Context: an optimization exercise on an open-source flow, tuned for small area, a short achievable clock period and few clock cycles. The choices shown serve that exercise and are no tape-out recipe.
For this run, only the layout was checked, not whether the RTL still works.
No activity file was given, so power comes from the tool's default toggle rates.

$ cat flow/design.v
package zpu_exec_pkg;
    localparam int WORD_W  = 32;
    localparam int DMEM_AW = 26;
    localparam logic [4:0] OP_NOP = 5'd0, OP_MOV = 5'd1, OP_IM0 = 5'd2, OP_IMN = 5'd3,
        OP_ADD = 5'd4, OP_ADDSP = 5'd5, OP_SUB = 5'd6, OP_AND = 5'd7, OP_OR = 5'd8,
        OP_NOT = 5'd9, OP_FLIP = 5'd10, OP_EQ = 5'd11, OP_LT = 5'd12, OP_ULT = 5'd13,
        OP_MUL = 5'd14, OP_LOAD = 5'd15, OP_STORE = 5'd16, OP_STORE2 = 5'd17,
        OP_LOADSP = 5'd18, OP_STORESP = 5'd19;
endpackage
`timescale 1ns/1ps
module zpu_exec_top (
    input  logic        clk,
    input  logic        rst,
    input  logic [4:0]  inst_op_i,
    input  logic [6:0]  inst_imm_i,
    input  logic [25:0] inst_dest_addr_i,
    input  logic [31:0] inst_operand_i,
    input  logic [25:0] inst_operand_addr_i,
    output logic        stall_o,
    output logic        dmem_en_o,
    output logic [3:0]  dmem_wmask_o,
    output logic [25:0] dmem_addr_o,
    output logic [31:0] dmem_wdata_o,
    input  logic [31:0] dmem_rdata_i,
    output logic [31:0] stack_tos_o,
    output logic [31:0] stack_nos_o
);
    localparam int MK = 4;               
    localparam int MN = 32 / MK;         
    localparam int CW = $clog2(MN);
    logic [31:0]   tos_q, nos_q, acc_q;
    logic [25:0]   a0_q;
    logic [31:0]   d0_q;
    logic          v0_q;
    logic [23:0]   a1_q;
    logic [31:0]   d1_q;
    logic          v1_q;
    logic          pend_q;
    logic          ph_q;
    logic [CW-1:0] mc_q;
    logic [4:0] op;
    assign op = inst_op_i;
    logic        m0, m1;
    logic [31:0] opnd;
    assign m0   = v0_q && (a0_q[25:2] == inst_operand_addr_i[25:2]);
    assign m1   = v1_q && (a1_q == inst_operand_addr_i[25:2]);
    assign opnd = m0 ? d0_q : (m1 ? d1_q : inst_operand_i);
    logic [31:0] ldata;
    assign ldata = (v0_q && (a0_q[25:2] == tos_q[25:2])) ? d0_q : dmem_rdata_i;
    logic [31:0] mulsum;
    logic        mlast;
    assign mulsum = acc_q + tos_q * nos_q[MK-1:0];
    assign mlast  = (mc_q == CW'(MN - 1));
    logic rd;
    assign rd      = (op == zpu_exec_pkg::OP_LOAD) && !ph_q && !rst;
    assign stall_o = ((op == zpu_exec_pkg::OP_LOAD) && !ph_q) || ((op == zpu_exec_pkg::OP_MUL) && !mlast);
    logic acc;
    assign acc = !rst && !stall_o;
    logic [31:0] eq, lt, ult;
    assign eq  = {31'd0, tos_q == nos_q};
    assign lt  = {31'd0, $signed(tos_q) < $signed(nos_q)};
    assign ult = {31'd0, tos_q < nos_q};
    logic [31:0] flip;
    always_comb begin
        for (int i = 0; i < 32; i++) flip[i] = tos_q[31-i];
    end
    logic [31:0] tos_d, nos_d, wdat;
    logic [25:0] waddr;
    logic        wr;
    always_comb begin
        tos_d = tos_q;
        nos_d = nos_q;
        wr    = 1'b1;
        waddr = inst_dest_addr_i;
        unique case (op)
            zpu_exec_pkg::OP_MOV:     begin tos_d = nos_q; nos_d = opnd; wr = 1'b0; end
            zpu_exec_pkg::OP_IM0:     begin tos_d = {{25{inst_imm_i[6]}}, inst_imm_i}; nos_d = tos_q; end
            zpu_exec_pkg::OP_IMN:     tos_d = {tos_q[24:0], inst_imm_i};
            zpu_exec_pkg::OP_ADD:     begin tos_d = tos_q + nos_q; nos_d = opnd; end
            zpu_exec_pkg::OP_ADDSP:   tos_d = tos_q + opnd;
            zpu_exec_pkg::OP_SUB:     begin tos_d = nos_q - tos_q; nos_d = opnd; end
            zpu_exec_pkg::OP_AND:     begin tos_d = tos_q & nos_q; nos_d = opnd; end
            zpu_exec_pkg::OP_OR:      begin tos_d = tos_q | nos_q; nos_d = opnd; end
            zpu_exec_pkg::OP_NOT:     tos_d = ~tos_q;
            zpu_exec_pkg::OP_FLIP:    tos_d = flip;
            zpu_exec_pkg::OP_EQ:      begin tos_d = eq; nos_d = opnd; end
            zpu_exec_pkg::OP_LT:      begin tos_d = lt; nos_d = opnd; end
            zpu_exec_pkg::OP_ULT:     begin tos_d = ult; nos_d = opnd; end
            zpu_exec_pkg::OP_MUL: begin
                if (mlast) begin
                    tos_d = mulsum;
                    nos_d = opnd;
                end else begin
                    tos_d = tos_q << MK;
                    nos_d = nos_q >> MK;
                end
            end
            zpu_exec_pkg::OP_LOAD:    tos_d = ph_q ? ldata : tos_q;
            zpu_exec_pkg::OP_STORE:   begin tos_d = opnd; waddr = {tos_q[25:2], 2'b00}; end
            zpu_exec_pkg::OP_STORE2:  begin nos_d = opnd; wr = 1'b0; end
            zpu_exec_pkg::OP_LOADSP:  begin tos_d = opnd; nos_d = tos_q; end
            zpu_exec_pkg::OP_STORESP: begin tos_d = nos_q; nos_d = opnd; end
            default:    wr = 1'b0;
        endcase
    end
    always_comb begin
        unique case (op)
            zpu_exec_pkg::OP_STORE:   wdat = nos_q;
            zpu_exec_pkg::OP_STORESP: wdat = tos_q;
            default:    wdat = tos_d;
        endcase
    end
    always_ff @(posedge clk) begin
        if (rst) begin
            tos_q  <= '0;
            nos_q  <= '0;
            acc_q  <= '0;
            v0_q   <= 1'b0;
            v1_q   <= 1'b0;
            pend_q <= 1'b0;
            ph_q   <= 1'b0;
            mc_q   <= '0;
        end else begin
            tos_q <= tos_d;
            nos_q <= nos_d;
            if (op == zpu_exec_pkg::OP_MUL) begin
                acc_q <= mlast ? '0 : mulsum;
                mc_q  <= mlast ? '0 : mc_q + CW'(1);
            end
            ph_q   <= rd;
            pend_q <= (acc && wr) || (pend_q && rd);
            if (acc && wr) begin
                v0_q <= 1'b1;
                v1_q <= v0_q;
            end
        end
    end
    always_ff @(posedge clk) begin
        if (acc && wr) begin
            a0_q <= waddr;
            d0_q <= wdat;
            a1_q <= a0_q[25:2];
            d1_q <= d0_q;
        end
    end
    assign dmem_en_o    = pend_q || rd;
    assign dmem_wmask_o = rd ? 4'h0 : 4'hf;
    assign dmem_addr_o  = rd ? {tos_q[25:2], a0_q[1:0]} : a0_q;
    assign dmem_wdata_o = d0_q;
    assign stack_tos_o  = tos_q;
    assign stack_nos_o  = nos_q;
endmodule
$ cat flow/run.sh
#!/bin/bash
# synth_recipe.tcl (not shown) runs the flow's synth.tcl, then flattens the netlist and writes it again
# the make line also repeats each setting of config.mk as NAME=value (left out here)
make -C /OpenROAD-flow-scripts/flow DESIGN_CONFIG=/design/flow/config.mk WORK_HOME=/design/flow/orfs CLKGATE_MAP_FILE= SYNTH_SCRIPT=/design/flow/synth_recipe.tcl finish
$ cat flow/config.mk
export PLATFORM = sky130hd
export DESIGN_NAME = zpu_exec_top
export DESIGN_NICKNAME = zpu_exec_top
export VERILOG_FILES = /design/flow/design.v
export SDC_FILE = /design/flow/constraint.sdc
export NUM_CORES = 4
export LEC_CHECK = 0
export CAP_MARGIN = 20
export CORE_MARGIN = 2
export CORE_UTILIZATION = 40
export SLEW_MARGIN = 20
$ cat flow/constraint.sdc
create_clock -name core_clock -period 8.0 [get_ports {clk}]
set_input_delay 1.6000 -clock core_clock [delete_from_list [all_inputs] [get_ports {clk}]]
set_output_delay 1.6000 -clock core_clock [all_outputs]
set_load 0.01 [all_outputs]
==> notes.md <==
[cell usage in the layout (no fill, tap or decap), types with 15 or more instances in the layout]
cell	Yosys	final
inv_1	256	256
nand4_1	40	40
a211oi_1	33	33
clkbuf_16	0	29
nand2b_1	22	22
a221o_1	18	17
xor2_1	68	68
a221oi_1	102	102
nor3_1	64	60
nor4_1	35	34
dfxtp_1	103	103
o211ai_1	26	26
and2_1	15	15
xnor2_1	80	80
a21oi_1	165	165
ha_1	197	197
nand2_1	256	254
nor2b_1	27	27
o21ai_0	187	187
mux2i_1	60	60
or3_1	18	18
a21o_1	33	33
buf_4	5	101
edfxtp_1	114	114
o21bai_1	15	15
clkdlybuf4s50_1	0	254
a22oi_1	68	68
nor2_1	324	314
fa_1	88	88
a31oi_1	22	21
o22ai_1	17	17
and3_1	20	19
nand3_1	51	49
[worst min-delay path by stage]
stage                           start           endpoint  slack, ps  cells after the start
finish              pend_q$_SDFF_PP0_  pend_q$_SDFF_PP0_        450                      1
CTS                 pend_q$_SDFF_PP0_  pend_q$_SDFF_PP0_        450                      1
detailed placement  pend_q$_SDFF_PP0_  pend_q$_SDFF_PP0_        430                      1
floorplan           pend_q$_SDFF_PP0_  pend_q$_SDFF_PP0_        420                      1
global route        pend_q$_SDFF_PP0_  pend_q$_SDFF_PP0_        480                      1
global placement    pend_q$_SDFF_PP0_  pend_q$_SDFF_PP0_        430                      1
[worst max-delay path, delay by kind of cell]
| family | cells | cell delay, ps |
|---|---|---|
| AOI/OAI and AO/OA | 9 | 2480 |
| xor gates and xnor gates | 1 | 210 |
| adders and majority gates | 1 | 480 |
| buffers and inverters | 2 | 710 |
| muxes | 1 | 160 |
| and+or+nand+nor | 6 | 2030 |
[report_power, final]
part	total (mW)	switching [mW]	internal [mW]
sequential	1.40	0.135	1.27
clock	1.28	0.557	0.720
combinational	1.90	1.22	0.683
total	4.58	1.91	2.67
[layout make-up]
type,instances,area [µm²]
fill,5718,29920
inverter,260,975.9
clock buffer,42,834.6
timing repair buffer,357,3326
multi-input combinational,2261,16340
tap,765,957.2
clock inverter,12,70.07
sequential,217,5485
antenna,3,7.507
[flip-flops by register name (all words and copies together), names as in the netlist]
name    cells
v0_q        1
tos_q      32
a1_q       24
ph_q        1
nos_q      32
acc_q      32
mc_q        3
v1_q        1
pend_q      1
d1_q       32
a0_q       26
d0_q       32
[routing by layer]
metal	wire length, µm	vias up	share of wire [%]
met1	49050	12280	41
li1	-	10930	-
met2	51560	1553	43
met5	34	-	0.028
met3	13080	313	11
met4	7148	4	5.9
[cell families (layout without fill, tap and decap cells)]
| logic type | count (synthesis) | count (layout) | share of synthesized area (%) |
|---|---|---|---|
| and+or+nand+nor | 924 | 924 | 18.23 |
| AOI/OAI and AO/OA | 829 | 829 | 24.01 |
| buffers and inverters | 461 | 671 | 7.644 |
| adders and majority gates | 285 | 285 | 17.98 |
| DFF | 217 | 217 | 23.34 |
| xor gates and xnor gates | 148 | 148 | 5.514 |
| muxes | 75 | 75 | 3.290 |
| other | 0 | 3 | 0 |
[metrics by stage]
| stage | util, % | hold WS, ps | std cells |
|---|---|---|---|
| finish | 48.33 | 446.3 | 3917 |
| global route | 48.32 | 476.2 | 3914 |
| CTS | 48.32 | 446.0 | 3914 |
| detailed placement | 46.76 | 433.3 | 3860 |
| global placement | 46.74 | 427.0 | 3859 |
| floorplan | - | 418.8 | 2939 |
==> notes.md <==
- Htree depth: 1
- Met2 Track Usage GR: 59.06%
- Post-Route WL: 120900 µm
- FF+latch count, synth: 217
- Placer's final routability congestion estimate: 0.9948
- Total CTS buffers: 29
- Drt wl/cell: 30.86 µm
- Clk Latency, worst-skew pair: 600 ps
- Post-CTS Hold Fix Bufs: 0
- Final hold violations: 0
- Drt pass-1 iters: 9
- Leading area contributor after synthesis: edfxtp_1
- Outcome: no timing/DRC/antenna violations
- Grt ovf: 0
- Initial antenna violation count: 5
- Critical Path End: d0_q[30]$_DFFE_PP_
- Chip height: 246.4 µm
- CTS resizes: 0
- Initial DRC Count: 3047
- Global-route wire length before repair: 171600 µm
- Synth cell types: 85
- Synth Cell Area: 23510 µm²
- CTS Buffer Depth: 3
- CP Max Fanout: 16
- Ys Warns: 1
- Fin. max-slew vios: 0
- RSZ-0062 raised after global routing: false
- Mapped Nets: 3354
- Design Area, Final: 27990 µm²
- Initial Utilization: 40.59%
- Final min period: 7370 ps
- Synth Area per Inst: 7.998 µm²
- Post-CTS Setup Repair Bufs: 0
- Critical path class: in -> reg
- Setup violations, final: 0
- Synth cell count leaders: 324 x nor2_1, 256 x inv_1, 256 x nand2_1
- Worst VDD drop: 150.9 µV
- Fraction of layout cells with a size suffix above 1: 6.828%
- Clk sink count: 217
- CTS root buf: clkbuf_16
- Crit-path cells: clkdlybuf4s50_1 > xor2_1 > or4_1 > or4_1 > or2_2 > buf_4 > nor2_1 > a21oi_1 > nand2_1 > o21ai_0 > fa_1 > a21o_1 > a221o_1 > a31o_2 > o211a_1 > o41ai_1 > a21oi_1 > mux2i_1 > nor4b_2 > o21ai_1
- Dpl hpwl: 89870 µm
- Pwr Total: 4.577 mW
- # rows: 88
- Worst-margin pin slew: 1200 ps
- Reg2Reg Launch Point: a0_q[8]$_DFFE_PP_
- DRT antenna net count: 0
- Crit start category: primary input
- Crit path largest cell delay: 670 ps
- Busiest grt layer: met2
- GRT Resource Usage Total: 38.96%
- Met1 global-route usage: 51.92%
- Setup TNS: 0 ps
- Core area: 57920 µm²
- Die Wd: 246.4 µm
- Leakage power: 11.57 nW
- Ports: 258
- Post-DP Area: 27080 µm²
- Crit path capture type: flip-flop
- DP Worst Slack: 207.1 ps
- Crit path DAT: 7690 ps
- Final Cycle Share: 92.12%
- FF-to-FF End: d0_q[30]$_DFFE_PP_
- Required time of the critical path: 8320 ps
- FFs w/ async S/R, synth: 0%
- Setup ws final: 630.2 ps
- Max Cap Viol: 0
- Critical Path Slowest Stage Cell: o41ai_1
- Number of synthesized flops with an enable pin: 114
- Vias post-DR: 25090
- Vias in the first global route: 24510
- Area Overhead vs Synth: 19.08%
- Reg2Reg Depth: 19
- Largest net degree at the start of global routing: 85
- Area contributors post-synth: edfxtp_1 15%, ha_1 10%, dfxtp_1 8.8%
- Most numerous cell in the Yosys netlist: nor2_1
- Max Fclk: 0.1357 GHz
- Flop-to-flop setup slack: 1570 ps
- IO buf count: 255
- Slew HR: 19.72%
- Met3 Track Usage GR: 8.889%
- Final Skew: 31.66 ps
- Nets: 3541
- Ys flop type: edfxtp_1
- Die area: 60720 µm²
- CTS tree: yes
- DRC Markers: 0
- Part of the Yosys area used for sequential elements: 23.34%
- Syn Inst Count: 2939
- Power per standard cell area: 163.5 nW/µm²
- Worst-path clk slew: 60 ps
- Synth top area share: 14.56%
- Vias per std cell: 6.404
- Worst hold-check path type: reg -> reg
- CP Launch Point: inst_operand_addr_i[21]

## static timing again, ports no longer ideal
No port has a modelled driver above. Below, the same layout with a new extraction and two added sets of constraints. Step 1 (the two cells are an assumption about what drives the block):
set clk [get_ports {clk}]
set_driving_cell -lib_cell sky130_fd_sc_hd__clkbuf_16 $clk
set_driving_cell -lib_cell sky130_fd_sc_hd__buf_2 [delete_from_list [all_inputs] $clk]
Step 2 moves the port delays by t, midway between the first and last clock arrival at a register: inputs arrive t later, outputs are due t later. That takes back most of the time a late clock gives input paths. a / b / c = ideal / step 1 / step 2; a / b = the first two.
t, ns: 0.649
slack for setup (ns): 0.630 / 0.668 / 0.020
hold WS [ns]: 0.446 / 0.446 / 0.446
worst data-port slew with drivers (ns): 0.08
pins driven straight from the clock port: 1
After both steps setup and hold are still met in this run. The setup slack of this run moves by +0.038 ns with the drivers and by -0.610 ns with both steps.
